This design comes from an exercise in tuning for small area, a short achievable clock period and few clock cycles per item on the open sky130 flow, not from production work.
RTL that was checked went through simulation tests only; none was proved equivalent to the original.

Setup of JK:
## adc_scan_scale_smooth
module adc_scan_scale_smooth (
   input  logic                clock,
   input  logic                reset,
   input  logic                req_valid,
   output logic                req_ready,
   input  logic [13:0]         req_sample,
   output logic                rsp_valid,
   input  logic                rsp_ready,
   output logic [1:0]          rsp_channel,
   output logic signed [31:0]  rsp_smoothed_value,
   output logic [7:0]          rsp_next_mux,
   input  logic                csr_we,
   input  logic [2:0]          csr_index,
   input  logic [31:0]         csr_wdata
);
   adcsss_pkg::cfg_type cfg;
   logic                go;
   logic                res_valid;
   logic [1:0]          res_channel;
   logic signed [31:0]  res_value;
   adcsss_csr u_csr (
      .clock     (clock),
      .reset     (reset),
      .csr_we    (csr_we),
      .csr_index (csr_index),
      .csr_wdata (csr_wdata),
      .cfg       (cfg)
   );
   adcsss_dp u_dp (
      .clock       (clock),
      .reset       (reset),
      .go          (go),
      .req_valid   (req_valid),
      .req_ready   (req_ready),
      .cfg         (cfg),
      .req_sample  (req_sample),
      .res_valid   (res_valid),
      .res_channel (res_channel),
      .res_value   (res_value)
   );
   adcsss_ctrl u_ctrl (
      .clock              (clock),
      .reset              (reset),
      .res_valid          (res_valid),
      .res_channel        (res_channel),
      .res_value          (res_value),
      .go                 (go),
  ...
export LEC_CHECK = 0
export CAP_MARGIN = 20
export CORE_MARGIN = 2
export CORE_UTILIZATION = 40
export CTS_BUF_LIST = sky130_fd_sc_hd__clkbuf_8
export CTS_CLUSTER_SIZE = 20
export SLEW_MARGIN = 20
create_clock -name core_clock -period 9.5 [get_ports {clock}]
standard.sh (not shown) runs the stock make flow with config.mk's settings and CLKGATE_MAP_FILE= SYNTH_SCRIPT=/design/flow/synth_recipe.tcl, a recipe that flattens the netlist after the stock synthesis.
==> flow/flow/run.sh <==
#!/bin/bash
# The standard layout, with three changes to how it is made:
#  - Yosys synth without its early "abc -fast" pass (-noabc), so that
#    extract_fa finds the carry-save adders without inverted polarities;
#  - port buffers of a plain buffer cell instead of the default delay cell;
#  - timing repair aimed 5.5 ns below the clock period.
# The clock period, SDC and everything else are the standard flow's. Each tool's output is
# in orfs/logs/ (ORFS) and in standard.log.
set -euo pipefail
bash standard.sh SYNTH_ARGS=-noabc SETUP_SLACK_MARGIN=5.75 \
  "BUFFER_PORTS_ARGS=-buffer_cell sky130_fd_sc_hd__buf_2" finish > standard.log 2>&1
JK went all the way through the flow, and no timing, DRC or antenna check failed.
For MS, these inputs were changed with respect to JK:
--- a/flow/flow/run.sh
+++ b/flow/flow/run.sh
@@ -9,3 +9,3 @@
 set -euo pipefail
-bash standard.sh SYNTH_ARGS=-noabc SETUP_SLACK_MARGIN=5.75 \
+bash standard.sh SYNTH_ARGS=-noabc SETUP_SLACK_MARGIN=5.5 \
   "BUFFER_PORTS_ARGS=-buffer_cell sky130_fd_sc_hd__buf_2" finish > standard.log 2>&1
Findings:
Delta (MS minus JK): worst hold slack level, count of plain and timing-repair buffers -81. Global routing met3 resource utilization, JK and MS, higher one = JK. met5 as the top routing layer in use was reported by JK, and met4 by MS.
Function was not checked in any run of this note: the RTL went through the layout flow alone.


v48:
adc_scan_scale_smooth, a different RTL version from the one above (not shown whole).
For scale: about 6200 cells after synthesis.
clock: 9.5 ns
lec_check: 0
abc_area: 1
cap_margin: 20
core_margin: 2
core_utilization: 40
cts_buf_list: sky130_fd_sc_hd__clkbuf_8
cts_cluster_size: 20
slew_margin: 20
==> flow/flow/run.sh <==
#!/bin/bash
# The standard layout, with three changes to how it is made:
#  - Yosys synth without its early "abc -fast" pass (-noabc), so that
#    extract_fa finds the carry-save adders without inverted polarities;
#  - port buffers of a plain buffer cell instead of the default delay cell;
#  - timing repair aimed 5.5 ns below the clock period.
# The clock period, SDC and everything else are the standard flow's. Each tool's output is
# in orfs/logs/ (ORFS) and in standard.log.
set -euo pipefail
bash standard.sh SYNTH_ARGS=-noabc SETUP_SLACK_MARGIN=5.5 \
  "BUFFER_PORTS_ARGS=-buffer_cell sky130_fd_sc_hd__buf_2" finish > standard.log 2>&1
v48: full flow OK, the timing, design-rule and antenna checks passed
Testbench counts of v48, summed over its fixed seeds: cycles 4,856, samples 4,800.
Relative to v48, the following input files were edited for v5:
Settings: a deleted ABC_AREA that had been 1.
Findings:
Critical path startpoint = u_dp.x_ff[14]: v48; critical path startpoint = u_dp.g_one_ff[4]: v5
u_dp.ps_ff[11] as the end of the critical path was reported by v5, and u_dp.ps_ff[21] by v48.
Sort v5 and v48 by number of buffers outside the clock class in the layout desc -> top: v5
| number of fill cells | lower: v5 |
After detailed routing, v48 needs more wire than v5.
Summed area of non-filler cells in the final layout on v5 is ahead of v48.
#### Input delta (v22 over v5)
-- flow/flow/run.sh --
<<< v5, line 9
set -euo pipefail
bash standard.sh SYNTH_ARGS=-noabc SETUP_SLACK_MARGIN=5.5 \
  "BUFFER_PORTS_ARGS=-buffer_cell sky130_fd_sc_hd__buf_2" finish > standard.log 2>&1
>>> v22, line 9
set -euo pipefail
bash standard.sh SYNTH_ARGS=-noabc SETUP_SLACK_MARGIN=5.75 \
  "BUFFER_PORTS_ARGS=-buffer_cell sky130_fd_sc_hd__buf_2" finish > standard.log 2>&1
### Flow results
The more densely filled core belongs to v22, not v5.
Largest fanout on the critical path, v22 and v5, higher one = v5.
v22 against v5: count of non-filler cells in the finished layout now sits higher.
Modified inputs, v18 compared to v22
Settings: an added TNS_END_PERCENT of 5.
-- flow/flow/run.sh --
<<< v22, line 9
set -euo pipefail
bash standard.sh SYNTH_ARGS=-noabc SETUP_SLACK_MARGIN=5.75 \
  "BUFFER_PORTS_ARGS=-buffer_cell sky130_fd_sc_hd__buf_2" finish > standard.log 2>&1
>>> v18, line 9
set -euo pipefail
bash standard.sh SYNTH_ARGS=-noabc SETUP_SLACK_MARGIN=5.5 \
  "BUFFER_PORTS_ARGS=-buffer_cell sky130_fd_sc_hd__buf_2" finish > standard.log 2>&1
Findings:
Layout filler cell count ended up 5.5% higher on v18 than on v22.
Summary of v18 over v22: count of non-filler cells in the finished layout went down; total wirelength of the detailed-routed design went down by 13000 µm; smallest setup slack after layout shows a reduction of 0.10 ns.
Between v18 and v22, shortest period the worst path allows is lower for v22, v18 comes in above that.
Non-clock buffer count ended up 142 lower on v18 than on v22.
The number of gates resized after CTS of v18 falls short of that of v22 by 79%.
Final instance area delta (v18 − v22): favourable
Higher global routing met2 resource utilization was reported by v22, not v18.
Looking only at count of nets after finishing, and setting everything else aside, the lower value of v18 and v22 goes to v18.
v18 vs v22, launching element of the worst setup path: u_dp.diff_ff[12] vs u_dp.g_two_ff[0]

-- re-timing with driven ports --
In the flow no input, the clock included, has a driving cell. The finished layouts below were timed again as built, in two steps.
Step 1 assumes that a clkbuf_16 drives the clock port and a buf_2 every other input.
Step 2, shift: input delay + t, output delay - t, t = (earliest + latest rising clock arrival at the registers) / 2. This alone moves slack from input paths to output paths.
Slacks: no drivers / after step 1 / after step 2; pairs: no drivers / after step 1.
run	t (ns)	setup WS [ns]	worst hold slack (ns)	latest minus earliest clock arrival (ns)
JK	0.917	5.086 / 5.086 / 5.020	0.453 / 0.453 / 0.453	0.066 / 0.065
MS	0.915	5.004 / 5.004 / 4.942	0.453 / 0.453 / 0.453	0.057 / 0.057
v48	0.892	5.171 / 5.171 / 5.078	0.432 / 0.432 / 0.432	0.064 / 0.064
v5	0.891	5.461 / 5.461 / 4.883	0.443 / 0.443 / 0.443	0.068 / 0.069
v22	0.927	5.407 / 5.407 / 5.010	0.452 / 0.452 / 0.452	0.064 / 0.064
v18	0.903	5.306 / 5.306 / 4.877	0.452 / 0.452 / 0.452	0.068 / 0.068
After both steps setup and hold are still met in every run listed. The setup slack of v5, which loses most, moves by 0.000 ns with the drivers and by -0.578 ns with both steps.
